Source: an optimization exercise on an open RTL-to-GDS flow (aim: small area and a short achievable clock period). Production flows keep margins and buffers that such runs may drop.
No run shown here included a check of the RTL's function; only the layout flow was run.
Power is estimated from default activity; no workload was simulated.

## design/flow/standard.sh

```bash
#!/bin/bash
# synth_recipe.tcl (not shown) runs the flow's synth.tcl, then flattens the netlist and writes it again
# the make line also repeats each setting of config.mk as NAME=value (left out here)
make -C /OpenROAD-flow-scripts/flow DESIGN_CONFIG=/design/flow/config.mk WORK_HOME=/design/flow/orfs CLKGATE_MAP_FILE= SYNTH_SCRIPT=/design/flow/synth_recipe.tcl "${@:-finish}"
```

## design/flow/config.mk

```make
export PLATFORM = sky130hd
export DESIGN_NAME = dense2_argmax
export DESIGN_NICKNAME = dense2_argmax
export VERILOG_FILES = /design/flow/design.v
export SDC_FILE = /design/flow/constraint.sdc
export NUM_CORES = 4
export LEC_CHECK = 0
export ABC_AREA = 1
export CAP_MARGIN = 20
export CORE_MARGIN = 2
export CORE_UTILIZATION = 40
export PLACE_DENSITY = 0.6
export SETUP_SLACK_MARGIN = 5
export SLEW_MARGIN = 20
```

## design/flow/flow/run.sh

```bash
#!/bin/bash
# The standard layout (standard.sh: unchanged synthesis, floorplan, place,
# CTS, route) with three changes:
#  - repair_timing aims for 6.0 ns of setup slack at the design's 11 ns clock;
#  - ports are buffered with buf_2 cells instead of the default delay cells;
#  - after synthesis, invpush.py removes inverters between full-adder cells by
#    flipping adders (a full adder is self-dual), leaving registers, ports and
#    all other cells as synthesis made them.
# Each tool's output goes to a log here; ORFS keeps its step logs under orfs/logs.
set -euo pipefail
sed 's/SETUP_SLACK_MARGIN=[0-9.]*/SETUP_SLACK_MARGIN=6.0 "BUFFER_PORTS_ARGS=-buffer_cell sky130_fd_sc_hd__buf_2"/' standard.sh > standard_margin.sh
grep -q 'SETUP_SLACK_MARGIN=6.0 "BUFFER_PORTS_ARGS' standard_margin.sh
bash standard_margin.sh synth > synth.log 2>&1
NET=orfs/results/sky130hd/dense2_argmax/base/1_2_yosys.v
cp "$NET" 1_2_yosys.standard.v
python3 flow/invpush.py 1_2_yosys.standard.v "$NET" > invpush.log 2>&1
touch "$NET"
bash standard_margin.sh > standard.log 2>&1
```

## design/flow/constraint.sdc

```tcl
create_clock -name core_clock -period 11.0 [get_ports {clk}]
set_input_delay 2.2000 -clock core_clock [delete_from_list [all_inputs] [get_ports {clk}]]
set_output_delay 2.2000 -clock core_clock [all_outputs]
set_load 0.01 [all_outputs]
```

## design/flow/flow/invpush.py

```python
#!/usr/bin/env python3
"""Remove inverters around full adders in a flat Yosys netlist of sky130hd cells.

A full adder is self-dual: FA(~a, ~b, ~c) = (~sum, ~cout). Synthesis often
leaves inverters between adder cells; this flips adders (feeding them the
complement of their inputs, so their outputs carry the complement) where that
lowers the number of inverters, then re-inserts one inverter per net whose
complement is still needed. Registers, ports and all other cells are kept.

usage: invpush.py IN.v OUT.v
"""
import re
import sys

OUTPINS = {"X", "Y", "Q", "Q_N", "SUM", "COUT", "HI", "LO"}
INV = re.compile(r"sky130_fd_sc_hd__inv_\d+$")
FA = re.compile(r"sky130_fd_sc_hd__fa_\d+$")
XOR = re.compile(r"sky130_fd_sc_hd__x(n?)or2_(\d+)$")

src = re.sub(r"\(\*.*?\*\)", "", open(sys.argv[1]).read())
m_first = re.search(r"^\s*sky130_fd_sc_hd__\w+\s", src, re.M)
head = src[:m_first.start()]
tail_i = src.rindex("endmodule")
body = src[m_first.start():tail_i]
tail = src[tail_i:]
if re.search(r"^\s*assign\s", body, re.M) or re.search(r"^\s*assign\s", head, re.M):
    sys.exit("assign statements not supported")

inst_re = re.compile(r"\s*(sky130_fd_sc_hd__\w+)\s+(\\\S+\s|\S+)\s*\((.*?)\);\s*", re.S)
pin_re = re.compile(r"\.(\w+)\(\s*(\\\S+\s|[^()\s]+)\s*\)")
insts = []
pos = 0
while pos < len(body):
    m = inst_re.match(body, pos)
    if not m:
        sys.exit("parse error at: " + body[pos:pos + 200])
    pins = [(p, n.strip()) for p, n in pin_re.findall(m.group(3))]
    insts.append([m.group(1), m.group(2).strip(), pins])
    pos = m.end()

# ports
ports_out = set()
ports_in = set()
for kind, rng, names in re.findall(r"^\s*(input|output)\s+(\[\d+:\d+\]\s+)?([^;]+);", head, re.M):
    for nm in names.split(","):
        nm = nm.strip()
        if rng:
            hi, lo = map(int, re.findall(r"\d+", rng))
            bits = [f"{nm}[{i}]" for i in range(min(hi, lo), max(hi, lo) + 1)]
        else:
            bits = [nm]
        (ports_out if kind == "output" else ports_in).update(bits)

driver = {}
for idx, (typ, name, pins) in enumerate(insts):
    for p, n in pins:
        if p in OUTPINS:
            driver[n] = (idx, p)

def is_inv(idx):
    return INV.match(insts[idx][0]) is not None

# inverters kept as they are: those driving output ports
keep_inv = set()
for idx, (typ, name, pins) in enumerate(insts):
    if is_inv(idx):
        y = dict(pins)["Y"]
        if y in ports_out:
            keep_inv.add(idx)

def root(n):
    par = 0
    seen = 0
    while n in driver and is_inv(driver[n][0]) and driver[n][0] not in keep_inv:
        n = dict(insts[driver[n][0]][2])["A"]
        par ^= 1
        seen += 1
        if seen > 1000:
            sys.exit("inverter loop")
    return n, par

# loads: (inst idx, pin index) -> (root, parity); only non-removed cells
removed = {i for i in range(len(insts)) if is_inv(i) and i not in keep_inv}
loads = []          # [idx, pin_i, root, parity]
for idx, (typ, name, pins) in enumerate(insts):
    if idx in removed:
        continue
    for pi, (p, n) in enumerate(pins):
        if p in OUTPINS or not re.match(r"^(\\\S+|[A-Za-z_][\w$]*(\[\d+\])?)$", n):
            continue
        r, par = root(n)
        loads.append([idx, pi, r, par])
for n in ports_out:
    if n in driver and driver[n][0] in removed:
        sys.exit("port driven by removable inverter: " + n)

fa_idx = [i for i in range(len(insts)) if FA.match(insts[i][0]) or XOR.match(insts[i][0])]
is_fa = {i: FA.match(insts[i][0]) is not None for i in fa_idx}
# FAs whose outputs are ports cannot flip
noflip = set()
for i in fa_idx:
    for p, n in insts[i][2]:
        if p in OUTPINS and n in ports_out:
            noflip.add(i)
flip = {}
out_of = {}   # root net -> driving FA idx (if FA)
for i in fa_idx:
    for p, n in insts[i][2]:
        if p in OUTPINS:
            out_of[n] = i

loads_by_root = {}
loads_by_inst = {}
for L in loads:
    loads_by_root.setdefault(L[2], []).append(L)
    loads_by_inst.setdefault(L[0], []).append(L)

def need(L):
    own = flip.get(L[0], 0) if FA.match(insts[L[0]][0]) else 0
    return L[3] ^ own ^ flip.get(out_of.get(L[2], -1), 0)

cnt = {r: sum(need(L) for L in Ls) for r, Ls in loads_by_root.items()}
def cost():
    return sum(1 for r in cnt if cnt[r] > 0)

def delta(i):
    ch = {}
    for L in (loads_by_inst.get(i, []) if is_fa[i] else []):
        ch[L[2]] = ch.get(L[2], 0) + (1 - 2 * need(L))
    outs = [n for p, n in insts[i][2] if p in OUTPINS]
    for n in outs:
        for L in loads_by_root.get(n, []):
            if L[0] == i:
                continue
            ch[n] = ch.get(n, 0) + (1 - 2 * need(L))
    d = 0
    for r, c in ch.items():
        before = cnt[r] > 0
        after = cnt[r] + c > 0
        d += int(after) - int(before)
    return d, ch

c0 = cost()
# Start from a polarity that satisfies as many adder-to-adder connections as a
# breadth-first walk over them allows, then improve greedily.
if "--nobfs" not in sys.argv:
    fa_set = set(fa_idx) - noflip
    adj = {i: [] for i in fa_set}
    for L in loads:
        g = out_of.get(L[2], -1)
        if L[0] in fa_set and g in fa_set and g != L[0] and is_fa[L[0]]:
            adj[L[0]].append((g, L[3]))
            adj[g].append((L[0], L[3]))
    seen = set()
    from collections import deque
    for s0 in fa_idx:
        if s0 not in fa_set or s0 in seen:
            continue
        seen.add(s0)
        flip[s0] = 0
        dq = deque([s0])
        while dq:
            u = dq.popleft()
            for v, p in adj[u]:
                if v not in seen:
                    seen.add(v)
                    flip[v] = flip.get(u, 0) ^ p
                    dq.append(v)
    cnt = {r: sum(need(L) for L in Ls) for r, Ls in loads_by_root.items()}
    print(f"after walk: {cost()} (from {c0})", file=sys.stderr)
changed = True
rounds = 0
while changed and rounds < 50:
    changed = False
    rounds += 1
    for i in fa_idx:
        if i in noflip:
            continue
        d, ch = delta(i)
        if d < 0:
            flip[i] = flip.get(i, 0) ^ 1
            for r, c in ch.items():
                cnt[r] += c
            changed = True
# Flip whole groups of adders joined by adder-to-adder connections when that helps.
if "--nobfs" not in sys.argv:
    comp = {}
    for s0 in fa_idx:
        if s0 not in fa_set or s0 in comp:
            continue
        comp[s0] = s0
        stack = [s0]
        while stack:
            u = stack.pop()
            for v, p in adj[u]:
                if v not in comp:
                    comp[v] = s0
                    stack.append(v)
    groups = {}
    for i, g in comp.items():
        groups.setdefault(g, []).append(i)
    def gdelta(members):
        ms = set(members)
        affected = set()
        for i in members:
            if is_fa[i]:
                for L in loads_by_inst.get(i, []):
                    affected.add(L[2])
            for p, n in insts[i][2]:
                if p in OUTPINS:
                    affected.add(n)
        before = {r: cnt[r] for r in affected}
        for i in members:
            flip[i] = flip.get(i, 0) ^ 1
        after = {r: sum(need(L) for L in loads_by_root.get(r, [])) for r in affected}
        d = sum(int(after[r] > 0) - int(before[r] > 0) for r in affected)
        return d, after
    for it in range(3):
        improved = False
        for g, members in groups.items():
            if len(members) < 2:
                continue
            d, after = gdelta(members)
            if d < 0:
                cnt.update(after)
                improved = True
            else:
                for i in members:
                    flip[i] = flip.get(i, 0) ^ 1
        changed = True
        rounds2 = 0
        while changed and rounds2 < 50:
            changed = False
            rounds2 += 1
            for i in fa_idx:
                if i in noflip:
                    continue
                d, ch = delta(i)
                if d < 0:
                    flip[i] = flip.get(i, 0) ^ 1
                    for r, c in ch.items():
                        cnt[r] += c
                    changed = True
                    improved = True
        if not improved:
            break
    print(f"groups: {len(groups)}, largest {max(len(m) for m in groups.values())}", file=sys.stderr)
c1 = cost()
assert c1 == sum(1 for r, Ls in loads_by_root.items() if any(need(L) for L in Ls))

# rebuild: a flipped xor becomes an xnor and vice versa
for i in fa_idx:
    m = XOR.match(insts[i][0])
    if m and flip.get(i, 0):
        insts[i][0] = f"sky130_fd_sc_hd__{'xor' if m.group(1) else 'xnor'}2_{m.group(2)}"
        outpin = "X" if m.group(1) else "Y"   # xor2 drives X, xnor2 drives Y
        insts[i][2] = [(outpin if p in ("X", "Y") else p, n) for p, n in insts[i][2]]
# rebuild
inv_net = {}
new_insts = []
k = 0
for r, Ls in loads_by_root.items():
    if any(need(L) for L in Ls):
        k += 1
        nn = f"_ipush_n{k}_"
        inv_net[r] = nn
        new_insts.append(["sky130_fd_sc_hd__inv_1", f"_ipush_i{k}_", [("A", r), ("Y", nn)]])
for L in loads:
    idx, pi, r, par = L
    p, _ = insts[idx][2][pi]
    insts[idx][2][pi] = (p, inv_net[r] if need(L) else r)

def fmt(n):
    return n + " " if n.startswith("\\") else n

out = [head]
for idx, (typ, name, pins) in enumerate(insts + new_insts):
    if idx < len(insts) and idx in removed:
        continue
    out.append(f"  {typ} {fmt(name)} (\n" + ",\n".join(f"    .{p}({fmt(n)})" for p, n in pins) + "\n  );\n")
decl = "".join(f"  wire {n};\n" for n in inv_net.values())
text = "".join(out)
text = text.replace(head, head + decl, 1)
open(sys.argv[2], "w").write(text + tail)
print(f"inverters: {len(removed) + len(keep_inv)} before, {len(keep_inv) + len(inv_net)} after; "
      f"{sum(flip.values())} of {len(fa_idx)} adders flipped; rounds {rounds}", file=sys.stderr)
```

## design/flow/design.v

```verilog
package dense2_pkg;
  localparam int unsigned N_IN      = 120;
  localparam int unsigned N_OUT     = 10;
  localparam int unsigned DW        = 16;
  localparam int unsigned FRAC_BITS = 8;
  localparam int unsigned ACC_W     = 30;
  localparam int unsigned AW        = 7;
  localparam int unsigned IDX_W     = 4;
  localparam logic [DW-1:0] SAT_MAX = {1'b0, {(DW-1){1'b1}}};
  localparam logic [DW-1:0] SAT_MIN = {1'b1, {(DW-1){1'b0}}};
  localparam int unsigned N_ST       = 6;
  localparam int unsigned I_IDLE     = 0;
  localparam int unsigned I_ACCUM    = 1;
  localparam int unsigned I_BIAS_RD  = 2;
  localparam int unsigned I_BIAS_ADD = 3;
  localparam int unsigned I_OUT      = 4;
  localparam int unsigned I_CLASS    = 5;
endpackage
module dense2_neuron_acc
(
  input  logic          clk,
  input  logic          keep,
  input  logic          shift,
  input  logic [29:0]   nxt_s,
  input  logic [29:0]   nxt_c,
  input  logic [7:0]    one,
  input  logic [7:0]    two,
  input  logic [7:0]    neg,
  input  logic [15:0]   w,
  output logic [29:0]   s,
  output logic [29:0]   c
);
  logic [29:0] sn, cn;
  assign s = ~sn;
  assign c = ~cn;
  wire [29:0] sm = (s & {30{keep}}) | (nxt_s & {30{shift}});
  wire [29:0] cm = (c & {30{keep}}) | (nxt_c & {30{shift}});
  wire p1 = ((one[0] & w[0]) ^ neg[0]);
  wire p2 = (((one[0] & w[1]) | (two[0] & w[0])) ^ neg[0]);
  wire p3 = (((one[0] & w[2]) | (two[0] & w[1])) ^ neg[0]);
  wire p4 = (((one[0] & w[3]) | (two[0] & w[2])) ^ neg[0]);
  wire p5 = (((one[0] & w[4]) | (two[0] & w[3])) ^ neg[0]);
  wire p6 = (((one[0] & w[5]) | (two[0] & w[4])) ^ neg[0]);
  wire p7 = (((one[0] & w[6]) | (two[0] & w[5])) ^ neg[0]);
  wire p8 = (((one[0] & w[7]) | (two[0] & w[6])) ^ neg[0]);
  wire p9 = (((one[0] & w[8]) | (two[0] & w[7])) ^ neg[0]);
  wire p10 = (((one[0] & w[9]) | (two[0] & w[8])) ^ neg[0]);
  wire p11 = (((one[0] & w[10]) | (two[0] & w[9])) ^ neg[0]);
  wire p12 = (((one[0] & w[11]) | (two[0] & w[10])) ^ neg[0]);
  wire p13 = (((one[0] & w[12]) | (two[0] & w[11])) ^ neg[0]);
  wire p14 = (((one[0] & w[13]) | (two[0] & w[12])) ^ neg[0]);
  wire p15 = (((one[0] & w[14]) | (two[0] & w[13])) ^ neg[0]);
  wire p16 = (((one[0] & w[15]) | (two[0] & w[14])) ^ neg[0]);
  wire p17 = ~(((one[0] & w[15]) | (two[0] & w[15])) ^ neg[0]);
  wire p18 = ((one[1] & w[0]) ^ neg[1]);
  wire p19 = (((one[1] & w[1]) | (two[1] & w[0])) ^ neg[1]);
  wire p20 = (((one[1] & w[2]) | (two[1] & w[1])) ^ neg[1]);
  wire p21 = (((one[1] & w[3]) | (two[1] & w[2])) ^ neg[1]);
  wire p22 = (((one[1] & w[4]) | (two[1] & w[3])) ^ neg[1]);
  wire p23 = (((one[1] & w[5]) | (two[1] & w[4])) ^ neg[1]);
  wire p24 = (((one[1] & w[6]) | (two[1] & w[5])) ^ neg[1]);
  wire p25 = (((one[1] & w[7]) | (two[1] & w[6])) ^ neg[1]);
  wire p26 = (((one[1] & w[8]) | (two[1] & w[7])) ^ neg[1]);
  wire p27 = (((one[1] & w[9]) | (two[1] & w[8])) ^ neg[1]);
  wire p28 = (((one[1] & w[10]) | (two[1] & w[9])) ^ neg[1]);
  wire p29 = (((one[1] & w[11]) | (two[1] & w[10])) ^ neg[1]);
  wire p30 = (((one[1] & w[12]) | (two[1] & w[11])) ^ neg[1]);
  wire p31 = (((one[1] & w[13]) | (two[1] & w[12])) ^ neg[1]);
  wire p32 = (((one[1] & w[14]) | (two[1] & w[13])) ^ neg[1]);
  wire p33 = (((one[1] & w[15]) | (two[1] & w[14])) ^ neg[1]);
  wire p34 = ~(((one[1] & w[15]) | (two[1] & w[15])) ^ neg[1]);
  wire p35 = ((one[2] & w[0]) ^ neg[2]);
  wire p36 = (((one[2] & w[1]) | (two[2] & w[0])) ^ neg[2]);
  wire p37 = (((one[2] & w[2]) | (two[2] & w[1])) ^ neg[2]);
  wire p38 = (((one[2] & w[3]) | (two[2] & w[2])) ^ neg[2]);
  wire p39 = (((one[2] & w[4]) | (two[2] & w[3])) ^ neg[2]);
  wire p40 = (((one[2] & w[5]) | (two[2] & w[4])) ^ neg[2]);
  wire p41 = (((one[2] & w[6]) | (two[2] & w[5])) ^ neg[2]);
  wire p42 = (((one[2] & w[7]) | (two[2] & w[6])) ^ neg[2]);
  wire p43 = (((one[2] & w[8]) | (two[2] & w[7])) ^ neg[2]);
  wire p44 = (((one[2] & w[9]) | (two[2] & w[8])) ^ neg[2]);
  wire p45 = (((one[2] & w[10]) | (two[2] & w[9])) ^ neg[2]);
  wire p46 = (((one[2] & w[11]) | (two[2] & w[10])) ^ neg[2]);
  wire p47 = (((one[2] & w[12]) | (two[2] & w[11])) ^ neg[2]);
  wire p48 = (((one[2] & w[13]) | (two[2] & w[12])) ^ neg[2]);
  wire p49 = (((one[2] & w[14]) | (two[2] & w[13])) ^ neg[2]);
  wire p50 = (((one[2] & w[15]) | (two[2] & w[14])) ^ neg[2]);
  wire p51 = ~(((one[2] & w[15]) | (two[2] & w[15])) ^ neg[2]);
  wire p52 = ((one[3] & w[0]) ^ neg[3]);
  wire p53 = (((one[3] & w[1]) | (two[3] & w[0])) ^ neg[3]);
  wire p54 = (((one[3] & w[2]) | (two[3] & w[1])) ^ neg[3]);
  wire p55 = (((one[3] & w[3]) | (two[3] & w[2])) ^ neg[3]);
  wire p56 = (((one[3] & w[4]) | (two[3] & w[3])) ^ neg[3]);
  wire p57 = (((one[3] & w[5]) | (two[3] & w[4])) ^ neg[3]);
  wire p58 = (((one[3] & w[6]) | (two[3] & w[5])) ^ neg[3]);
  wire p59 = (((one[3] & w[7]) | (two[3] & w[6])) ^ neg[3]);
  wire p60 = (((one[3] & w[8]) | (two[3] & w[7])) ^ neg[3]);
  wire p61 = (((one[3] & w[9]) | (two[3] & w[8])) ^ neg[3]);
  wire p62 = (((one[3] & w[10]) | (two[3] & w[9])) ^ neg[3]);
  wire p63 = (((one[3] & w[11]) | (two[3] & w[10])) ^ neg[3]);
  wire p64 = (((one[3] & w[12]) | (two[3] & w[11])) ^ neg[3]);
  wire p65 = (((one[3] & w[13]) | (two[3] & w[12])) ^ neg[3]);
  wire p66 = (((one[3] & w[14]) | (two[3] & w[13])) ^ neg[3]);
  wire p67 = (((one[3] & w[15]) | (two[3] & w[14])) ^ neg[3]);
  wire p68 = ~(((one[3] & w[15]) | (two[3] & w[15])) ^ neg[3]);
  wire p69 = ((one[4] & w[0]) ^ neg[4]);
  wire p70 = (((one[4] & w[1]) | (two[4] & w[0])) ^ neg[4]);
  wire p71 = (((one[4] & w[2]) | (two[4] & w[1])) ^ neg[4]);
  wire p72 = (((one[4] & w[3]) | (two[4] & w[2])) ^ neg[4]);
  wire p73 = (((one[4] & w[4]) | (two[4] & w[3])) ^ neg[4]);
  wire p74 = (((one[4] & w[5]) | (two[4] & w[4])) ^ neg[4]);
  wire p75 = (((one[4] & w[6]) | (two[4] & w[5])) ^ neg[4]);
  wire p76 = (((one[4] & w[7]) | (two[4] & w[6])) ^ neg[4]);
  wire p77 = (((one[4] & w[8]) | (two[4] & w[7])) ^ neg[4]);
  wire p78 = (((one[4] & w[9]) | (two[4] & w[8])) ^ neg[4]);
  wire p79 = (((one[4] & w[10]) | (two[4] & w[9])) ^ neg[4]);
  wire p80 = (((one[4] & w[11]) | (two[4] & w[10])) ^ neg[4]);
  wire p81 = (((one[4] & w[12]) | (two[4] & w[11])) ^ neg[4]);
  wire p82 = (((one[4] & w[13]) | (two[4] & w[12])) ^ neg[4]);
  wire p83 = (((one[4] & w[14]) | (two[4] & w[13])) ^ neg[4]);
  wire p84 = (((one[4] & w[15]) | (two[4] & w[14])) ^ neg[4]);
  wire p85 = ~(((one[4] & w[15]) | (two[4] & w[15])) ^ neg[4]);
  wire p86 = ((one[5] & w[0]) ^ neg[5]);
  wire p87 = (((one[5] & w[1]) | (two[5] & w[0])) ^ neg[5]);
  wire p88 = (((one[5] & w[2]) | (two[5] & w[1])) ^ neg[5]);
  wire p89 = (((one[5] & w[3]) | (two[5] & w[2])) ^ neg[5]);
  wire p90 = (((one[5] & w[4]) | (two[5] & w[3])) ^ neg[5]);
  wire p91 = (((one[5] & w[5]) | (two[5] & w[4])) ^ neg[5]);
  wire p92 = (((one[5] & w[6]) | (two[5] & w[5])) ^ neg[5]);
  wire p93 = (((one[5] & w[7]) | (two[5] & w[6])) ^ neg[5]);
  wire p94 = (((one[5] & w[8]) | (two[5] & w[7])) ^ neg[5]);
  wire p95 = (((one[5] & w[9]) | (two[5] & w[8])) ^ neg[5]);
  wire p96 = (((one[5] & w[10]) | (two[5] & w[9])) ^ neg[5]);
  wire p97 = (((one[5] & w[11]) | (two[5] & w[10])) ^ neg[5]);
  wire p98 = (((one[5] & w[12]) | (two[5] & w[11])) ^ neg[5]);
  wire p99 = (((one[5] & w[13]) | (two[5] & w[12])) ^ neg[5]);
  wire p100 = (((one[5] & w[14]) | (two[5] & w[13])) ^ neg[5]);
  wire p101 = (((one[5] & w[15]) | (two[5] & w[14])) ^ neg[5]);
  wire p102 = ~(((one[5] & w[15]) | (two[5] & w[15])) ^ neg[5]);
  wire p103 = ((one[6] & w[0]) ^ neg[6]);
  wire p104 = (((one[6] & w[1]) | (two[6] & w[0])) ^ neg[6]);
  wire p105 = (((one[6] & w[2]) | (two[6] & w[1])) ^ neg[6]);
  wire p106 = (((one[6] & w[3]) | (two[6] & w[2])) ^ neg[6]);
  wire p107 = (((one[6] & w[4]) | (two[6] & w[3])) ^ neg[6]);
  wire p108 = (((one[6] & w[5]) | (two[6] & w[4])) ^ neg[6]);
  wire p109 = (((one[6] & w[6]) | (two[6] & w[5])) ^ neg[6]);
  wire p110 = (((one[6] & w[7]) | (two[6] & w[6])) ^ neg[6]);
  wire p111 = (((one[6] & w[8]) | (two[6] & w[7])) ^ neg[6]);
  wire p112 = (((one[6] & w[9]) | (two[6] & w[8])) ^ neg[6]);
  wire p113 = (((one[6] & w[10]) | (two[6] & w[9])) ^ neg[6]);
  wire p114 = (((one[6] & w[11]) | (two[6] & w[10])) ^ neg[6]);
  wire p115 = (((one[6] & w[12]) | (two[6] & w[11])) ^ neg[6]);
  wire p116 = (((one[6] & w[13]) | (two[6] & w[12])) ^ neg[6]);
  wire p117 = (((one[6] & w[14]) | (two[6] & w[13])) ^ neg[6]);
  wire p118 = (((one[6] & w[15]) | (two[6] & w[14])) ^ neg[6]);
  wire p119 = ~(((one[6] & w[15]) | (two[6] & w[15])) ^ neg[6]);
  wire p120 = ((one[7] & w[0]) ^ neg[7]);
  wire p121 = (((one[7] & w[1]) | (two[7] & w[0])) ^ neg[7]);
  wire p122 = (((one[7] & w[2]) | (two[7] & w[1])) ^ neg[7]);
  wire p123 = (((one[7] & w[3]) | (two[7] & w[2])) ^ neg[7]);
  wire p124 = (((one[7] & w[4]) | (two[7] & w[3])) ^ neg[7]);
  wire p125 = (((one[7] & w[5]) | (two[7] & w[4])) ^ neg[7]);
  wire p126 = (((one[7] & w[6]) | (two[7] & w[5])) ^ neg[7]);
  wire p127 = (((one[7] & w[7]) | (two[7] & w[6])) ^ neg[7]);
  wire p128 = (((one[7] & w[8]) | (two[7] & w[7])) ^ neg[7]);
  wire p129 = (((one[7] & w[9]) | (two[7] & w[8])) ^ neg[7]);
  wire p130 = (((one[7] & w[10]) | (two[7] & w[9])) ^ neg[7]);
  wire p131 = (((one[7] & w[11]) | (two[7] & w[10])) ^ neg[7]);
  wire p132 = (((one[7] & w[12]) | (two[7] & w[11])) ^ neg[7]);
  wire p133 = (((one[7] & w[13]) | (two[7] & w[12])) ^ neg[7]);
  wire p134 = (((one[7] & w[14]) | (two[7] & w[13])) ^ neg[7]);
  wire p135 = (((one[7] & w[15]) | (two[7] & w[14])) ^ neg[7]);
  wire p136 = ~(((one[7] & w[15]) | (two[7] & w[15])) ^ neg[7]);
  wire s137 = neg[1] ^ p3 ^ p18;
  wire c138 = (neg[1] & p3) | (neg[1] & p18) | (p3 & p18);
  wire s139 = p4 ^ p19 ^ c138;
  wire c140 = (p4 & p19) | (p4 & c138) | (p19 & c138);
  wire s141 = neg[2] ^ p5 ^ p20;
  wire c142 = (neg[2] & p5) | (neg[2] & p20) | (p5 & p20);
  wire s143 = p35 ^ s141 ^ c140;
  wire c144 = (p35 & s141) | (p35 & c140) | (s141 & c140);
  wire s145 = p6 ^ p21 ^ p36;
  wire c146 = (p6 & p21) | (p6 & p36) | (p21 & p36);
  wire s147 = c142 ^ s145 ^ c144;
  wire c148 = (c142 & s145) | (c142 & c144) | (s145 & c144);
  wire s149 = neg[3] ^ p7 ^ p22;
  wire c150 = (neg[3] & p7) | (neg[3] & p22) | (p7 & p22);
  wire s151 = p37 ^ p52 ^ c146;
  wire c152 = (p37 & p52) | (p37 & c146) | (p52 & c146);
  wire s153 = s149 ^ s151 ^ c148;
  wire c154 = (s149 & s151) | (s149 & c148) | (s151 & c148);
  wire s155 = p8 ^ p23 ^ p38;
  wire c156 = (p8 & p23) | (p8 & p38) | (p23 & p38);
  wire s157 = p53 ^ c150 ^ s155;
  wire c158 = (p53 & c150) | (p53 & s155) | (c150 & s155);
  wire s159 = c152 ^ s157;
  wire c160 = c152 & s157;
  wire s161 = sm[0] ^ cm[0] ^ neg[4];
  wire c162 = (sm[0] & cm[0]) | (sm[0] & neg[4]) | (cm[0] & neg[4]);
  wire s163 = s161 ^ p9 ^ p24;
  wire c164 = (s161 & p9) | (s161 & p24) | (p9 & p24);
  wire s165 = p39 ^ p54 ^ p69;
  wire c166 = (p39 & p54) | (p39 & p69) | (p54 & p69);
  wire s167 = c156 ^ s163 ^ s165;
  wire c168 = (c156 & s163) | (c156 & s165) | (s163 & s165);
  wire s169 = c158 ^ s167 ^ c160;
  wire c170 = (c158 & s167) | (c158 & c160) | (s167 & c160);
  wire s171 = sm[1] ^ cm[1] ^ c162;
  wire c172 = (sm[1] & cm[1]) | (sm[1] & c162) | (cm[1] & c162);
  wire s173 = p10 ^ p25 ^ p40;
  wire c174 = (p10 & p25) | (p10 & p40) | (p25 & p40);
  wire s175 = p55 ^ p70 ^ s171;
  wire c176 = (p55 & p70) | (p55 & s171) | (p70 & s171);
  wire s177 = c164 ^ c166 ^ s173;
  wire c178 = (c164 & c166) | (c164 & s173) | (c166 & s173);
  wire s179 = s175 ^ c168 ^ s177;
  wire c180 = (s175 & c168) | (s175 & s177) | (c168 & s177);
  wire s181 = sm[2] ^ cm[2] ^ neg[5];
  wire c182 = (sm[2] & cm[2]) | (sm[2] & neg[5]) | (cm[2] & neg[5]);
  wire s183 = s181 ^ p11 ^ p26;
  wire c184 = (s181 & p11) | (s181 & p26) | (p11 & p26);
  wire s185 = p41 ^ p56 ^ p71;
  wire c186 = (p41 & p56) | (p41 & p71) | (p56 & p71);
  wire s187 = p86 ^ c172 ^ c174;
  wire c188 = (p86 & c172) | (p86 & c174) | (c172 & c174);
  wire s189 = s183 ^ s185 ^ c176;
  wire c190 = (s183 & s185) | (s183 & c176) | (s185 & c176);
  wire s191 = s187 ^ c178 ^ s189;
  wire c192 = (s187 & c178) | (s187 & s189) | (c178 & s189);
  wire s193 = sm[3] ^ cm[3] ^ c182;
  wire c194 = (sm[3] & cm[3]) | (sm[3] & c182) | (cm[3] & c182);
  wire s195 = p12 ^ p27 ^ p42;
  wire c196 = (p12 & p27) | (p12 & p42) | (p27 & p42);
  wire s197 = p57 ^ p72 ^ p87;
  wire c198 = (p57 & p72) | (p57 & p87) | (p72 & p87);
  wire s199 = s193 ^ c184 ^ c186;
  wire c200 = (s193 & c184) | (s193 & c186) | (c184 & c186);
  wire s201 = s195 ^ s197 ^ c188;
  wire c202 = (s195 & s197) | (s195 & c188) | (s197 & c188);
  wire s203 = s199 ^ c190 ^ s201;
  wire c204 = (s199 & c190) | (s199 & s201) | (c190 & s201);
  wire s205 = sm[4] ^ cm[4] ^ neg[6];
  wire c206 = (sm[4] & cm[4]) | (sm[4] & neg[6]) | (cm[4] & neg[6]);
  wire s207 = s205 ^ p13 ^ p28;
  wire c208 = (s205 & p13) | (s205 & p28) | (p13 & p28);
  wire s209 = p43 ^ p58 ^ p73;
  wire c210 = (p43 & p58) | (p43 & p73) | (p58 & p73);
  wire s211 = p88 ^ p103 ^ c194;
  wire c212 = (p88 & p103) | (p88 & c194) | (p103 & c194);
  wire s213 = c196 ^ c198 ^ s207;
  wire c214 = (c196 & c198) | (c196 & s207) | (c198 & s207);
  wire s215 = s209 ^ s211 ^ c200;
  wire c216 = (s209 & s211) | (s209 & c200) | (s211 & c200);
  wire s217 = s213 ^ c202 ^ s215;
  wire c218 = (s213 & c202) | (s213 & s215) | (c202 & s215);
  wire s219 = sm[5] ^ cm[5] ^ c206;
  wire c220 = (sm[5] & cm[5]) | (sm[5] & c206) | (cm[5] & c206);
  wire s221 = p14 ^ p29 ^ p44;
  wire c222 = (p14 & p29) | (p14 & p44) | (p29 & p44);
  wire s223 = p59 ^ p74 ^ p89;
  wire c224 = (p59 & p74) | (p59 & p89) | (p74 & p89);
  wire s225 = p104 ^ s219 ^ c208;
  wire c226 = (p104 & s219) | (p104 & c208) | (s219 & c208);
  wire s227 = c210 ^ s221 ^ s223;
  wire c228 = (c210 & s221) | (c210 & s223) | (s221 & s223);
  wire s229 = c212 ^ s225 ^ c214;
  wire c230 = (c212 & s225) | (c212 & c214) | (s225 & c214);
  wire s231 = s227 ^ c216 ^ s229;
  wire c232 = (s227 & c216) | (s227 & s229) | (c216 & s229);
  wire s233 = sm[6] ^ cm[6] ^ neg[7];
  wire c234 = (sm[6] & cm[6]) | (sm[6] & neg[7]) | (cm[6] & neg[7]);
  wire s235 = s233 ^ p15 ^ p30;
  wire c236 = (s233 & p15) | (s233 & p30) | (p15 & p30);
  wire s237 = p45 ^ p60 ^ p75;
  wire c238 = (p45 & p60) | (p45 & p75) | (p60 & p75);
  wire s239 = p90 ^ p105 ^ p120;
  wire c240 = (p90 & p105) | (p90 & p120) | (p105 & p120);
  wire s241 = c220 ^ c222 ^ c224;
  wire c242 = (c220 & c222) | (c220 & c224) | (c222 & c224);
  wire s243 = s235 ^ s237 ^ s239;
  wire c244 = (s235 & s237) | (s235 & s239) | (s237 & s239);
  wire s245 = c226 ^ s241 ^ c228;
  wire c246 = (c226 & s241) | (c226 & c228) | (s241 & c228);
  wire s247 = s243 ^ c230 ^ s245;
  wire c248 = (s243 & c230) | (s243 & s245) | (c230 & s245);
  wire s249 = sm[7] ^ cm[7] ^ c234;
  wire c250 = (sm[7] & cm[7]) | (sm[7] & c234) | (cm[7] & c234);
  wire s251 = p16 ^ p31 ^ p46;
  wire c252 = (p16 & p31) | (p16 & p46) | (p31 & p46);
  wire s253 = p61 ^ p76 ^ p91;
  wire c254 = (p61 & p76) | (p61 & p91) | (p76 & p91);
  wire s255 = p106 ^ p121 ^ s249;
  wire c256 = (p106 & p121) | (p106 & s249) | (p121 & s249);
  wire s257 = c236 ^ c238 ^ c240;
  wire c258 = (c236 & c238) | (c236 & c240) | (c238 & c240);
  wire s259 = s251 ^ s253 ^ c242;
  wire c260 = (s251 & s253) | (s251 & c242) | (s253 & c242);
  wire s261 = s255 ^ s257 ^ c244;
  wire c262 = (s255 & s257) | (s255 & c244) | (s257 & c244);
  wire s263 = c246 ^ s259 ^ s261;
  wire c264 = (c246 & s259) | (c246 & s261) | (s259 & s261);
  wire s265 = 1'b1 ^ sm[8] ^ cm[8];
  wire c266 = (1'b1 & sm[8]) | (1'b1 & cm[8]) | (sm[8] & cm[8]);
  wire s267 = s265 ^ p17 ^ p32;
  wire c268 = (s265 & p17) | (s265 & p32) | (p17 & p32);
  wire s269 = p47 ^ p62 ^ p77;
  wire c270 = (p47 & p62) | (p47 & p77) | (p62 & p77);
  wire s271 = p92 ^ p107 ^ p122;
  wire c272 = (p92 & p107) | (p92 & p122) | (p107 & p122);
  wire s273 = c250 ^ c252 ^ c254;
  wire c274 = (c250 & c252) | (c250 & c254) | (c252 & c254);
  wire s275 = s267 ^ s269 ^ s271;
  wire c276 = (s267 & s269) | (s267 & s271) | (s269 & s271);
  wire s277 = c256 ^ c258 ^ s273;
  wire c278 = (c256 & c258) | (c256 & s273) | (c258 & s273);
  wire s279 = s275 ^ c260 ^ c262;
  wire c280 = (s275 & c260) | (s275 & c262) | (c260 & c262);
  wire s281 = s277 ^ c264 ^ s279;
  wire c282 = (s277 & c264) | (s277 & s279) | (c264 & s279);
  wire s283 = 1'b1 ^ sm[9] ^ cm[9];
  wire c284 = (1'b1 & sm[9]) | (1'b1 & cm[9]) | (sm[9] & cm[9]);
  wire s285 = c266 ^ s283 ^ p33;
  wire c286 = (c266 & s283) | (c266 & p33) | (s283 & p33);
  wire s287 = p48 ^ p63 ^ p78;
  wire c288 = (p48 & p63) | (p48 & p78) | (p63 & p78);
  wire s289 = p93 ^ p108 ^ p123;
  wire c290 = (p93 & p108) | (p93 & p123) | (p108 & p123);
  wire s291 = c268 ^ c270 ^ c272;
  wire c292 = (c268 & c270) | (c268 & c272) | (c270 & c272);
  wire s293 = s285 ^ s287 ^ s289;
  wire c294 = (s285 & s287) | (s285 & s289) | (s287 & s289);
  wire s295 = c274 ^ s291 ^ c276;
  wire c296 = (c274 & s291) | (c274 & c276) | (s291 & c276);
  wire s297 = s293 ^ c278 ^ s295;
  wire c298 = (s293 & c278) | (s293 & s295) | (c278 & s295);
  wire s299 = c280 ^ s297 ^ c282;
  wire c300 = (c280 & s297) | (c280 & c282) | (s297 & c282);
  wire s301 = sm[10] ^ cm[10] ^ c284;
  wire c302 = (sm[10] & cm[10]) | (sm[10] & c284) | (cm[10] & c284);
  wire s303 = p34 ^ p49 ^ p64;
  wire c304 = (p34 & p49) | (p34 & p64) | (p49 & p64);
  wire s305 = p79 ^ p94 ^ p109;
  wire c306 = (p79 & p94) | (p79 & p109) | (p94 & p109);
  wire s307 = p124 ^ s301 ^ c286;
  wire c308 = (p124 & s301) | (p124 & c286) | (s301 & c286);
  wire s309 = c288 ^ c290 ^ s303;
  wire c310 = (c288 & c290) | (c288 & s303) | (c290 & s303);
  wire s311 = s305 ^ c292 ^ s307;
  wire c312 = (s305 & c292) | (s305 & s307) | (c292 & s307);
  wire s313 = c294 ^ s309 ^ c296;
  wire c314 = (c294 & s309) | (c294 & c296) | (s309 & c296);
  wire s315 = s311 ^ c298 ^ s313;
  wire c316 = (s311 & c298) | (s311 & s313) | (c298 & s313);
  wire s317 = 1'b1 ^ sm[11] ^ cm[11];
  wire c318 = (1'b1 & sm[11]) | (1'b1 & cm[11]) | (sm[11] & cm[11]);
  wire s319 = s317 ^ p50 ^ p65;
  wire c320 = (s317 & p50) | (s317 & p65) | (p50 & p65);
  wire s321 = p80 ^ p95 ^ p110;
  wire c322 = (p80 & p95) | (p80 & p110) | (p95 & p110);
  wire s323 = p125 ^ c302 ^ c304;
  wire c324 = (p125 & c302) | (p125 & c304) | (c302 & c304);
  wire s325 = c306 ^ s319 ^ s321;
  wire c326 = (c306 & s319) | (c306 & s321) | (s319 & s321);
  wire s327 = c308 ^ s323 ^ c310;
  wire c328 = (c308 & s323) | (c308 & c310) | (s323 & c310);
  wire s329 = s325 ^ c312 ^ s327;
  wire c330 = (s325 & c312) | (s325 & s327) | (c312 & s327);
  wire s331 = c314 ^ s329 ^ c316;
  wire c332 = (c314 & s329) | (c314 & c316) | (s329 & c316);
  wire s333 = sm[12] ^ cm[12] ^ c318;
  wire c334 = (sm[12] & cm[12]) | (sm[12] & c318) | (cm[12] & c318);
  wire s335 = p51 ^ p66 ^ p81;
  wire c336 = (p51 & p66) | (p51 & p81) | (p66 & p81);
  wire s337 = p96 ^ p111 ^ p126;
  wire c338 = (p96 & p111) | (p96 & p126) | (p111 & p126);
  wire s339 = s333 ^ c320 ^ c322;
  wire c340 = (s333 & c320) | (s333 & c322) | (c320 & c322);
  wire s341 = s335 ^ s337 ^ c324;
  wire c342 = (s335 & s337) | (s335 & c324) | (s337 & c324);
  wire s343 = s339 ^ c326 ^ c328;
  wire c344 = (s339 & c326) | (s339 & c328) | (c326 & c328);
  wire s345 = s341 ^ c330 ^ s343;
  wire c346 = (s341 & c330) | (s341 & s343) | (c330 & s343);
  wire s347 = 1'b1 ^ sm[13] ^ cm[13];
  wire c348 = (1'b1 & sm[13]) | (1'b1 & cm[13]) | (sm[13] & cm[13]);
  wire s349 = s347 ^ p67 ^ p82;
  wire c350 = (s347 & p67) | (s347 & p82) | (p67 & p82);
  wire s351 = p97 ^ p112 ^ p127;
  wire c352 = (p97 & p112) | (p97 & p127) | (p112 & p127);
  wire s353 = c334 ^ c336 ^ c338;
  wire c354 = (c334 & c336) | (c334 & c338) | (c336 & c338);
  wire s355 = s349 ^ s351 ^ c340;
  wire c356 = (s349 & s351) | (s349 & c340) | (s351 & c340);
  wire s357 = s353 ^ c342 ^ s355;
  wire c358 = (s353 & c342) | (s353 & s355) | (c342 & s355);
  wire s359 = c344 ^ s357 ^ c346;
  wire c360 = (c344 & s357) | (c344 & c346) | (s357 & c346);
  wire s361 = sm[14] ^ cm[14] ^ c348;
  wire c362 = (sm[14] & cm[14]) | (sm[14] & c348) | (cm[14] & c348);
  wire s363 = p68 ^ p83 ^ p98;
  wire c364 = (p68 & p83) | (p68 & p98) | (p83 & p98);
  wire s365 = p113 ^ p128 ^ s361;
  wire c366 = (p113 & p128) | (p113 & s361) | (p128 & s361);
  wire s367 = c350 ^ c352 ^ s363;
  wire c368 = (c350 & c352) | (c350 & s363) | (c352 & s363);
  wire s369 = s365 ^ c354 ^ s367;
  wire c370 = (s365 & c354) | (s365 & s367) | (c354 & s367);
  wire s371 = c356 ^ s369 ^ c358;
  wire c372 = (c356 & s369) | (c356 & c358) | (s369 & c358);
  wire s373 = 1'b1 ^ sm[15] ^ cm[15];
  wire c374 = (1'b1 & sm[15]) | (1'b1 & cm[15]) | (sm[15] & cm[15]);
  wire s375 = s373 ^ p84 ^ p99;
  wire c376 = (s373 & p84) | (s373 & p99) | (p84 & p99);
  wire s377 = p114 ^ p129 ^ c362;
  wire c378 = (p114 & p129) | (p114 & c362) | (p129 & c362);
  wire s379 = c364 ^ s375 ^ c366;
  wire c380 = (c364 & s375) | (c364 & c366) | (s375 & c366);
  wire s381 = s377 ^ c368 ^ s379;
  wire c382 = (s377 & c368) | (s377 & s379) | (c368 & s379);
  wire s383 = c370 ^ s381 ^ c372;
  wire c384 = (c370 & s381) | (c370 & c372) | (s381 & c372);
  wire s385 = sm[16] ^ cm[16] ^ c374;
  wire c386 = (sm[16] & cm[16]) | (sm[16] & c374) | (cm[16] & c374);
  wire s387 = p85 ^ p100 ^ p115;
  wire c388 = (p85 & p100) | (p85 & p115) | (p100 & p115);
  wire s389 = p130 ^ s385 ^ c376;
  wire c390 = (p130 & s385) | (p130 & c376) | (s385 & c376);
  wire s391 = s387 ^ c378 ^ s389;
  wire c392 = (s387 & c378) | (s387 & s389) | (c378 & s389);
  wire s393 = c380 ^ s391 ^ c382;
  wire c394 = (c380 & s391) | (c380 & c382) | (s391 & c382);
  wire s395 = 1'b1 ^ sm[17] ^ cm[17];
  wire c396 = (1'b1 & sm[17]) | (1'b1 & cm[17]) | (sm[17] & cm[17]);
  wire s397 = s395 ^ p101 ^ p116;
  wire c398 = (s395 & p101) | (s395 & p116) | (p101 & p116);
  wire s399 = p131 ^ c386 ^ c388;
  wire c400 = (p131 & c386) | (p131 & c388) | (c386 & c388);
  wire s401 = s397 ^ c390 ^ s399;
  wire c402 = (s397 & c390) | (s397 & s399) | (c390 & s399);
  wire s403 = c392 ^ s401 ^ c394;
  wire c404 = (c392 & s401) | (c392 & c394) | (s401 & c394);
  wire s405 = sm[18] ^ cm[18] ^ c396;
  wire c406 = (sm[18] & cm[18]) | (sm[18] & c396) | (cm[18] & c396);
  wire s407 = p102 ^ p117 ^ p132;
  wire c408 = (p102 & p117) | (p102 & p132) | (p117 & p132);
  wire s409 = s405 ^ c398 ^ s407;
  wire c410 = (s405 & c398) | (s405 & s407) | (c398 & s407);
  wire s411 = c400 ^ s409 ^ c402;
  wire c412 = (c400 & s409) | (c400 & c402) | (s409 & c402);
  wire s413 = 1'b1 ^ sm[19] ^ cm[19];
  wire c414 = (1'b1 & sm[19]) | (1'b1 & cm[19]) | (sm[19] & cm[19]);
  wire s415 = s413 ^ p118 ^ p133;
  wire c416 = (s413 & p118) | (s413 & p133) | (p118 & p133);
  wire s417 = c406 ^ c408 ^ s415;
  wire c418 = (c406 & c408) | (c406 & s415) | (c408 & s415);
  wire s419 = c410 ^ s417 ^ c412;
  wire c420 = (c410 & s417) | (c410 & c412) | (s417 & c412);
  wire s421 = sm[20] ^ cm[20] ^ c414;
  wire c422 = (sm[20] & cm[20]) | (sm[20] & c414) | (cm[20] & c414);
  wire s423 = p119 ^ p134 ^ s421;
  wire c424 = (p119 & p134) | (p119 & s421) | (p134 & s421);
  wire s425 = c416 ^ s423 ^ c418;
  wire c426 = (c416 & s423) | (c416 & c418) | (s423 & c418);
  wire s427 = 1'b1 ^ sm[21] ^ cm[21];
  wire c428 = (1'b1 & sm[21]) | (1'b1 & cm[21]) | (sm[21] & cm[21]);
  wire s429 = s427 ^ p135 ^ c422;
  wire c430 = (s427 & p135) | (s427 & c422) | (p135 & c422);
  wire s431 = c424 ^ s429 ^ c426;
  wire c432 = (c424 & s429) | (c424 & c426) | (s429 & c426);
  wire s433 = sm[22] ^ cm[22] ^ c428;
  wire c434 = (sm[22] & cm[22]) | (sm[22] & c428) | (cm[22] & c428);
  wire s435 = p136 ^ s433 ^ c430;
  wire c436 = (p136 & s433) | (p136 & c430) | (s433 & c430);
  wire s437 = 1'b1 ^ sm[23] ^ cm[23];
  wire c438 = (1'b1 & sm[23]) | (1'b1 & cm[23]) | (sm[23] & cm[23]);
  wire s439 = s437 ^ c434 ^ c436;
  wire c440 = (s437 & c434) | (s437 & c436) | (c434 & c436);
  wire s441 = 1'b1 ^ sm[24] ^ cm[24];
  wire c442 = (1'b1 & sm[24]) | (1'b1 & cm[24]) | (sm[24] & cm[24]);
  wire s443 = c438 ^ s441;
  wire c444 = c438 & s441;
  wire s445 = 1'b1 ^ sm[25] ^ cm[25];
  wire c446 = (1'b1 & sm[25]) | (1'b1 & cm[25]) | (sm[25] & cm[25]);
  wire s447 = c442 ^ s445 ^ c444;
  wire c448 = (c442 & s445) | (c442 & c444) | (s445 & c444);
  wire s449 = 1'b1 ^ sm[26] ^ cm[26];
  wire c450 = (1'b1 & sm[26]) | (1'b1 & cm[26]) | (sm[26] & cm[26]);
  wire s451 = c446 ^ s449 ^ c448;
  wire c452 = (c446 & s449) | (c446 & c448) | (s449 & c448);
  wire s453 = 1'b1 ^ sm[27] ^ cm[27];
  wire c454 = (1'b1 & sm[27]) | (1'b1 & cm[27]) | (sm[27] & cm[27]);
  wire s455 = c450 ^ s453 ^ c452;
  wire c456 = (c450 & s453) | (c450 & c452) | (s453 & c452);
  wire s457 = 1'b1 ^ sm[28] ^ cm[28];
  wire c458 = (1'b1 & sm[28]) | (1'b1 & cm[28]) | (sm[28] & cm[28]);
  wire s459 = c454 ^ s457 ^ c456;
  wire c460 = (c454 & s457) | (c454 & c456) | (s457 & c456);
  wire s461 = 1'b1 ^ sm[29] ^ cm[29];
  wire c462 = (1'b1 & sm[29]) | (1'b1 & cm[29]) | (sm[29] & cm[29]);
  wire s463 = c458 ^ s461 ^ c460;
  wire c464 = (c458 & s461) | (c458 & c460) | (s461 & c460);
  wire [8:0] low_sum = {1'b0, c154, s153, s147, s143, s139, s137, p2, p1} + {1'b0, s159, 1'b0, 1'b0, 1'b0, 1'b0, 1'b0, 1'b0, neg[0]};
  always_ff @(posedge clk) begin
    sn <= ~{s463, s459, s455, s451, s447, c440, s439, c432, s431, c420, s419, c404, s403, c384, s383, c360, s359, c332, s331, c300, s299, s281, c248, c232, c218, c204, c192, c180, c170, s169};
    cn <= ~{1'b0, 1'b0, 1'b0, 1'b0, 1'b0, s443, 1'b0, s435, 1'b0, s425, 1'b0, s411, 1'b0, s393, 1'b0, s371, 1'b0, s345, 1'b0, s315, 1'b0, 1'b0, s263, s247, s231, s217, s203, s191, s179, low_sum[8]};
  end
endmodule
module dense2_argmax
(
  input  logic                clk,
  input  logic                rst,
  input  logic                in_valid,
  input  logic                frame_start_in,
  input  logic                frame_end_in,
  input  logic [dense2_pkg::DW-1:0]       dense_input,
  output logic                rom_en,
  output logic [dense2_pkg::AW-1:0]       rom_addr,
  input  logic [dense2_pkg::N_OUT*dense2_pkg::DW-1:0] rom_data,
  output logic                out_valid,
  output logic                frame_start_out,
  output logic                frame_end_out,
  output logic [dense2_pkg::DW-1:0]       logit_out,
  output logic                class_valid,
  output logic [dense2_pkg::IDX_W-1:0]    class_idx,
  output logic                err
);
  localparam int unsigned W = dense2_pkg::ACC_W;
  logic [dense2_pkg::N_ST-1:0]   state;
  logic [dense2_pkg::N_ST-1:0]   state_n;
  logic [dense2_pkg::AW-1:0]     cnt;
  logic              clear;
  logic              take;
  logic              err_c;
  logic              keep_q;
  logic [dense2_pkg::IDX_W-1:0]  out_k;
  logic [dense2_pkg::DW-1:0]     best_val;
  logic [dense2_pkg::IDX_W-1:0]  best_idx;
  logic [W-1:0]      acc_s [dense2_pkg::N_OUT];
  logic [W-1:0]      acc_c [dense2_pkg::N_OUT];
  logic st_idle, st_accum, st_bias_rd, st_bias_add, st_out, st_class;
  assign st_idle     = state[dense2_pkg::I_IDLE];
  assign st_accum    = state[dense2_pkg::I_ACCUM];
  assign st_bias_rd  = state[dense2_pkg::I_BIAS_RD];
  assign st_bias_add = state[dense2_pkg::I_BIAS_ADD];
  assign st_out      = state[dense2_pkg::I_OUT];
  assign st_class    = state[dense2_pkg::I_CLASS];
  logic [dense2_pkg::DW-1:0] sample_n;
  logic [7:0] b_one_n, b_two_n, b_neg_n;
  logic [7:0] b_one, b_two, b_neg;
  always_comb begin
    if (take) begin
      sample_n = dense_input;
    end else if (st_bias_rd) begin
      sample_n = dense2_pkg::DW'(1 << dense2_pkg::FRAC_BITS);
    end else begin
      sample_n = '0;
    end
    for (int k = 0; k < 8; k++) begin
      logic x0, x1, x2;
      x0 = (k == 0) ? 1'b0 : sample_n[2*k-1];
      x1 = sample_n[2*k];
      x2 = sample_n[2*k+1];
      b_one_n[k] = x1 ^ x0;
      b_two_n[k] = (x2 & ~x1 & ~x0) | (~x2 & x1 & x0);
      b_neg_n[k] = x2;
    end
  end
  for (genvar k = 0; k < dense2_pkg::N_OUT; k++) begin : g_neuron
    dense2_neuron_acc u_acc (
      .clk     (clk),
      .keep    (keep_q),
      .shift   (st_out),
      .nxt_s   ((k == dense2_pkg::N_OUT - 1) ? '0 : acc_s[(k + 1) % dense2_pkg::N_OUT]),
      .nxt_c   ((k == dense2_pkg::N_OUT - 1) ? '0 : acc_c[(k + 1) % dense2_pkg::N_OUT]),
      .one     (b_one),
      .two     (b_two),
      .neg     (b_neg),
      .w       (rom_data[k*dense2_pkg::DW +: dense2_pkg::DW]),
      .s       (acc_s[k]),
      .c       (acc_c[k])
    );
  end
  logic start_ok;    
  logic last_idx;    
  logic in_frame;    
  assign start_ok = in_valid && frame_start_in && !frame_end_in;
  assign last_idx = (cnt == dense2_pkg::AW'(dense2_pkg::N_IN - 1));
  assign in_frame = st_accum && in_valid && !frame_start_in;
  assign take   = (st_idle && start_ok) || (st_accum && in_valid);
  assign clear  = in_valid && frame_start_in && ((st_idle && !frame_end_in) || st_accum);
  assign rom_en = !rst && (take || st_bias_rd);
  always_comb begin
    rom_addr = '0;
    if (!rst && in_frame) begin
      rom_addr = cnt;
    end else if (!rst && st_bias_rd) begin
      rom_addr = dense2_pkg::AW'(dense2_pkg::N_IN);
    end
  end
  assign err_c = (st_idle && in_valid && frame_start_in && frame_end_in)
              || (st_accum && in_valid && (frame_start_in || (frame_end_in != last_idx)))
              || (!st_idle && !st_accum && in_valid);
  always_comb begin
    state_n = '0;
    state_n[dense2_pkg::I_IDLE]     = (st_idle && !start_ok)
                                   || (in_frame && (frame_end_in ? !last_idx : last_idx))
                                   || st_class;
    state_n[dense2_pkg::I_ACCUM]    = (st_idle && start_ok)
                                   || (st_accum && !(in_frame && (frame_end_in || last_idx)));
    state_n[dense2_pkg::I_BIAS_RD]  = in_frame && frame_end_in && last_idx;
    state_n[dense2_pkg::I_BIAS_ADD] = st_bias_rd;
    state_n[dense2_pkg::I_OUT]      = st_bias_add
                                   || (st_out && (out_k != dense2_pkg::IDX_W'(dense2_pkg::N_OUT - 1)));
    state_n[dense2_pkg::I_CLASS]    = st_out && (out_k == dense2_pkg::IDX_W'(dense2_pkg::N_OUT - 1));
  end
  logic [W-1:0]  sel_sum;
  logic [dense2_pkg::DW-1:0] logit_c;
  assign sel_sum = acc_s[0] + acc_c[0];
  assign logit_c = (sel_sum[W-1:dense2_pkg::DW-1] == {(W-dense2_pkg::DW+1){sel_sum[W-1]}})
                 ? sel_sum[dense2_pkg::DW-1:0]
                 : (sel_sum[W-1] ? dense2_pkg::SAT_MIN : dense2_pkg::SAT_MAX);
  logic              better;
  logic [dense2_pkg::IDX_W-1:0]  cur_idx;
  assign better  = frame_start_out || ($signed(logit_out) > $signed(best_val));
  assign cur_idx = out_k - dense2_pkg::IDX_W'(1);
  always_ff @(posedge clk) begin
    if (rst) begin
      state           <= dense2_pkg::N_ST'(1) << dense2_pkg::I_IDLE;
      cnt             <= '0;
      keep_q          <= 1'b0;
      b_one           <= '0;
      b_two           <= '0;
      b_neg           <= '0;
      out_k           <= '0;
      best_val        <= '0;
      best_idx        <= '0;
      out_valid       <= 1'b0;
      frame_start_out <= 1'b0;
      frame_end_out   <= 1'b0;
      logit_out       <= '0;
      class_valid     <= 1'b0;
      class_idx       <= '0;
      err             <= 1'b0;
    end else begin
      state           <= state_n;
      keep_q          <= !clear && !state_n[dense2_pkg::I_OUT];
      err             <= err_c;
      if (clear) begin
        cnt <= dense2_pkg::AW'(1);
      end else if (take) begin
        cnt <= cnt + dense2_pkg::AW'(1);
      end
      b_one           <= b_one_n;
      b_two           <= b_two_n;
      b_neg           <= b_neg_n;
      if (st_bias_add) begin
        out_k <= '0;
      end else if (st_out) begin
        out_k <= out_k + dense2_pkg::IDX_W'(1);
      end
      out_valid       <= st_out;
      frame_start_out <= st_out && (out_k == '0);
      frame_end_out   <= st_out && (out_k == dense2_pkg::IDX_W'(dense2_pkg::N_OUT - 1));
      if (st_out) begin
        logit_out <= logit_c;
      end
      class_valid     <= st_class;
      if (st_class) begin
        class_idx <= better ? cur_idx : best_idx;
      end
      if (out_valid && better) begin
        best_val <= logit_out;
        best_idx <= cur_idx;
      end
    end
  end
endmodule
```

==> results.txt, run 1 <==
First DRT Iteration DRCs 6170; RR Endpoint g_neuron[9].u_acc.sn[11]; routability cong. 0.903; core area 181000 sq um; sequential share of power 26.9%; worst skew pair latency 0.70 ns; hold path startpoint best_idx[1]; GRT Total Usage 29.3%; WP data required 8.80 ns; fillers 16500; Overflow after GRT 0; nets@finish 9358; Leakage 27.1 nW; Post-Syn Nets 9200; Pint 0.00773 W; final hold vios 0; combinational share of power 54.5%; hpwl dp 171 mm; Routed WL 274 mm; area grow syn2layout 19.3%; mean post-synth cell area 9.72 sq um; Syn Inst Count 7490; I/O Buffers 213; Net Sw Power 0.00593 W; drt pass-1 iters 5; Worst Hold Path EP best_idx[1]; share of total power in the clock network 18.6%; synth warn 4; worst hold path class flop to flop; RSZ-0062 raised after global routing true; remaining antenna violation count after routing 0; clock root buffer clkbuf_16; count of final setup violators 0; WL per Instance 27.2 um; CP Launch Type primary input; CTS tree done; io pins 214; max_cap viols 0; status timing/DRC/antenna clean; area of the multi-input gates 59600 sq um; Slew HR 23.3%; clk buf depth 3; post-layout util 48.0%; RR Startpoint b_one[4]; WS Path Type primary input to output port; CTS Sinks 546; full die area 185000 sq um; hold buffer count at cts 0; pwr dens 157 nW/um^2; CP Max Fanout 7; H-tree depth 3; CP Capture Type output port; die height 431 um; synthesized area 72800 sq um; reg2reg setup slack 5.98 ns; Clock transition at path regs 0.06 ns; period utilization 47.0%; vias in the first global route 66300; initial antenna violation count 14; Post-route DRC 0; std cell rows 156; minimum clock period 5.17 ns; vias per inst 6.07; first-pass GRT wire length 412 mm; largest net degree at the start of global routing 121; max frequency 193 MHz; share of cells above drive strength 1 24.3%; TritonCTS buffer count 74; worst hold stages 2; routed vias 61100; initial core utilization 40.3%; FF+latch area 11000 sq um; Worst Tran Pin Value 1.15 ns; Peak VDD IR 119 uV; CP arrival 2.97 ns; setup tns final 0 ns; cells on worst reg2reg path 11; die width 431 um; Final Max Tran Viols 0; Setup Skew 0.0352 ns; Sw Ratio 43.4%
-- worst max path at each step --
| stage | start | to | cells past startpoint |
|---|---|---|---|
| 2_1_floorplan | rom_data[109] | g_neuron[6].u_acc.sn[11] | 10 |
| 3_3_place_gp | rom_data[78] | g_neuron[4].u_acc.sn[13] | 10 |
| 3_5_place_dp | rom_data[109] | g_neuron[6].u_acc.sn[11] | 10 |
| 4_1_cts | rst | rom_addr[5] | 7 |
| 5_1_grt | rst | rom_addr[5] | 7 |
| 6_report | rst | rom_addr[5] | 7 |
-- flip-flops by register name (all words and copies together) (netlist names) --
signal	flops
best_val	16
g_neuron.u_acc.cn	160
keep_q	1
class_idx	4
logit_out	16
b_one	8
b_neg	8
frame_start_out	1
best_idx	4
out_k	4
state	5
cnt	7
class_valid	1
frame_end_out	1
b_two	8
out_valid	1
g_neuron.u_acc.sn	300
err	1
-- cell type report --
type / instances / area share [%]
clock buffers: 105 / 2.51
diodes: 4 / 0.0115
flip-flops and latches: 546 / 12.6
well taps: 2370 / 3.42
repair inverters: 7 / 0.0548
clock inverters: 21 / 0.297
repair buffers: 761 / 8.04
inverters: 821 / 4.45
multi-input cells: 5437 / 68.6
-- timing repair --
action	4_1_cts	5_1_grt
setup endpoints to repair	135	77
cloned	8	3
gates resized for setup	95	237
pin swaps	4	123
buffers inserted	389	81
-- routing by layer --
metal  share of wire [%]  global-route usage [%]  up-vias
met4                 6.3                    17.0        2
met5              0.0026                       0        -
met1                  37                    35.5    31300
li1                    -                       -    25200
met3                 8.7                    4.94      900
met2                  48                    49.4     3742
-- critical path: stages --
cell	delay, ns
buf_8	0.10
buf_12	0.14
clkinv_4	0.05
buf_12	0.13
nand2_8	0.07
o21ai_2	0.12
buf_2	0.14
-- metrics by stage --
stage / cells / setup slack (ns) / area, sq um / total power (W) / hold slack [ns]
global route: 10100 / 5.79 / 86800 / 0.0150 / 0.470
CTS: 9984 / 5.78 / 84700 / 0.0136 / 0.446
floorplan: 7490 / 5.61 / 77000 / 0.00880 / 0.421
detailed placement: 9461 / 5.03 / 77900 / 0.0108 / 0.437
finish: 10100 / 5.83 / 86800 / 0.0137 / 0.447
global placement: 9461 / 5.08 / 77900 / 0.0105 / 0.432
-- layout by cell type, fill, tap and decap left out, types with 214 or more instances in the layout --
cell and n:
nor2_1 214, inv_1 640, o22ai_1 1366, xor2_1 957
fa_1 1024, nand2_1 372, buf_4 390, fa_2 427
xnor2_1 353, dfxtp_1 537
-- power groups by stage --
| stage | Sequential, W | Clock [W] | Combinational [W] |
|---|---|---|---|
| global route | 0.00372 | 0.00265 | 0.00858 |
| floorplan | 0.00326 | 0 | 0.00554 |
| CTS | 0.00363 | 0.00257 | 0.00740 |
| detailed placement | 0.00366 | 0 | 0.00718 |
| global placement | 0.00366 | 0 | 0.00688 |
| finish | 0.00367 | 0.00254 | 0.00744 |
==> run 2, diff against run 1 <==
--- a/design/flow/flow/run.sh
+++ b/design/flow/flow/run.sh
@@ -3,3 +3,3 @@
 # CTS, route) with three changes:
-#  - repair_timing aims for 6.0 ns of setup slack at the design's 11 ns clock;
+#  - repair_timing aims for 5.8 ns of setup slack at the design's 11 ns clock;
 #  - ports are buffered with buf_2 cells instead of the default delay cells;
@@ -10,4 +10,4 @@
 set -euo pipefail
-sed 's/SETUP_SLACK_MARGIN=[0-9.]*/SETUP_SLACK_MARGIN=6.0 "BUFFER_PORTS_ARGS=-buffer_cell sky130_fd_sc_hd__buf_2"/' standard.sh > standard_margin.sh
-grep -q 'SETUP_SLACK_MARGIN=6.0 "BUFFER_PORTS_ARGS' standard_margin.sh
+sed 's/SETUP_SLACK_MARGIN=[0-9.]*/SETUP_SLACK_MARGIN=5.8 "BUFFER_PORTS_ARGS=-buffer_cell sky130_fd_sc_hd__buf_2"/' standard.sh > standard_margin.sh
+grep -q 'SETUP_SLACK_MARGIN=5.8 "BUFFER_PORTS_ARGS' standard_margin.sh
 bash standard_margin.sh synth > synth.log 2>&1
==> run 2 against run 1 <==
Sequential power barely moved. Count of clock-buffer cells in the layout grew 4. Worst setup slack got worse by 0.0034 ns. Combinational power decreased by 2.7%. Cell area fell by 3.1%. Synthesized area unchanged. Sequential share of layout area rose by 0.40 points. Register-to-register slack lost 0.14 ns. Largest power group unchanged.
==> results.txt, run 2 <==
Slew HR 29.2%; Clock transition at path regs 0.06 ns; RSZ-0062 raised after global routing false; full die area 185000 sq um; Syn Inst Count 7490; share of cells above drive strength 1 20.2%; WP data required 11.62 ns; vias in the first global route 65100; TritonCTS buffer count 74; Peak VDD IR 131 uV; Post-Syn Nets 9200; H-tree depth 3; count of final setup violators 0; status timing/DRC/antenna clean; largest net degree at the start of global routing 132; drt pass-1 iters 7; First DRT Iteration DRCs 5905; mean post-synth cell area 9.72 sq um; final worst-path setup slack 5.82 ns; hpwl dp 169 mm; nets@finish 9214; most frequent cells in the layout o22ai_1, fa_1, xor2_1; Setup Skew 0.0251 ns; CP Launch Type primary input; WL per Instance 26.4 um; std cell rows 156; max_cap viols 0; Post-route DRC 0; initial core utilization 40.3%; worst hold path class flop to flop; Crit path top cell by count fa_2; Largest register FFs 300; vias per inst 6.06; remaining antenna violation count after routing 0; I/O Buffers 213; die width 431 um; worst skew pair latency 0.70 ns; CP Capture Type flop; leading registers by flop count g_neuron.u_acc.sn (300), g_neuron.u_acc.cn (160); pwr dens 160 nW/um^2; setup tns final 0 ns; routed vias 60200; period utilization 47.1%; area grow syn2layout 15.6%; post-layout util 46.5%; routability cong. 0.897; clk buf depth 3; die height 431 um; first-pass GRT wire length 397 mm; io pins 214; register bank with the most flops g_neuron.u_acc.sn; initial antenna violation count 10; Worst Tran Pin Value 1.06 ns; synthesized area 72800 sq um; crit-path cells buf_2, clkinvlp_4, o22ai_1, xor2_1, fa_2, fa_2, fa_2, fa_1, fa_2, fa_2; CP Max Fanout 16; Routed WL 262 mm; CP max-delay cell fa_2; final hold vios 0; CP arrival 5.80 ns; GRT Total Usage 27.9%; most common cell after layout, fill and taps aside o22ai_1; Overflow after GRT 0; minimum clock period 5.18 ns; synth warn 4; fillers 16900; CTS tree done; max incr delay on CP 0.52 ns; core area 181000 sq um; DP Worst Slack 4.78 ns; Non-Filler Instances 9934; clock root buffer clkbuf_16; Final Max Tran Viols 0; Leakage 26.2 nW; WS Path Type primary input to flop; max frequency 193 MHz; CTS Sinks 546; hold buffer count at cts 0; Cell Count Post-Placement 9457
## run 2: per-stage QoR
step	area (sq um)	total power, W	hold WS [ns]
2_1_floorplan	76700	0.00877	0.421
4_1_cts	80900	0.0134	0.450
3_5_place_dp	77600	0.0108	0.435
6_report	84100	0.0135	0.449
5_1_grt	84100	0.0148	0.464
3_3_place_gp	77600	0.0104	0.435
## run 2: what timing repair did
action,in CTS,in global routing
cloned,4,3
gates resized for setup,48,41
pin swaps,0,4
setup buffers,56,277
endpoints found under the setup margin,124,56
## run 2: power by group
part	internal, W	total, W	leakage (nW)	switching (W)
registers	0.00293	0.00367	4.55	0.000746
logic	0.00321	0.00724	20.4	0.00403
clock network	0.00150	0.00256	1.22	0.00107
## run 2: path summary, 6_finish.rpt
path	start	endpoint	slack, ns	depth (start not counted)
max	rom_data[51]	g_neuron[3].u_acc.sn[11]	5.82	10
min	best_idx[1]	best_idx[1]	0.45	2
max reg2reg	b_one[4]	g_neuron[6].u_acc.sn[9]	5.84	12
min reg2reg	best_idx[1]	best_idx[1]	0.45	2
## run 2: area by class of cell
| type | count | area [sq um] | area share (%) |
|---|---|---|---|
| diodes | 3 | 7.51 | 0.00892 |
| repair buffers | 621 | 5590 | 6.65 |
| clock buffers | 109 | 2190 | 2.60 |
| multi-input cells | 5437 | 58200 | 69.2 |
| flip-flops and latches | 546 | 11000 | 13.0 |
| inverters | 821 | 3850 | 4.58 |
| repair inverters | 3 | 25.0 | 0.0297 |
| well taps | 2370 | 2970 | 3.52 |
| clock inverters | 24 | 295 | 0.351 |
## run 2: worst max-delay path, delay by kind of cell
family | cells | cell delay [ns]
fa+ha+maj | 6 | 2.57
compound gates | 1 | 0.32
xor+xnor | 1 | 0.24
buf+inv | 2 | 0.45
## run 2: routing by layer
layer  vias up  routed length [um]  track usage, %
li1      24900                   -               -
met1     31000               98800            34.3
met2      3492              127000            47.1
met3       852               23400            5.20
met4         2               13500            13.5
met5         -                 190               0

==> what the ideal ports hide <==
How much do the figures lean on ideal ports? The routed layouts below were timed once more, with nothing changed but the port constraints. Step 1 sets driving cells, clkbuf_16 on the clock port and buf_2 on the other inputs (assumed; they add their load-dependent delay and slew). Step 2, shift: input delay + t, output delay - t, t = (earliest + latest rising clock arrival at the registers) / 2. This alone moves slack from input paths to output paths. a / b / c = ideal / step 1 / step 2; a / b = the first two.
run | t, ns | setup WS [ns] | worst setup path at the end | slew at the worst register clock pin (ns) | worst data-port slew with drivers (ns)
run 1 | 0.776 | 5.825 / 5.778 / 5.251 | input to register | 0.07 / 0.07 | 0.11
run 2 | 0.776 | 5.822 / 5.772 / 5.094 | input to register | 0.07 / 0.07 | 0.12
After both steps setup and hold are still met in every run listed. The setup slack of run 2, which loses most, moves by -0.050 ns with the drivers and by -0.728 ns with both steps.
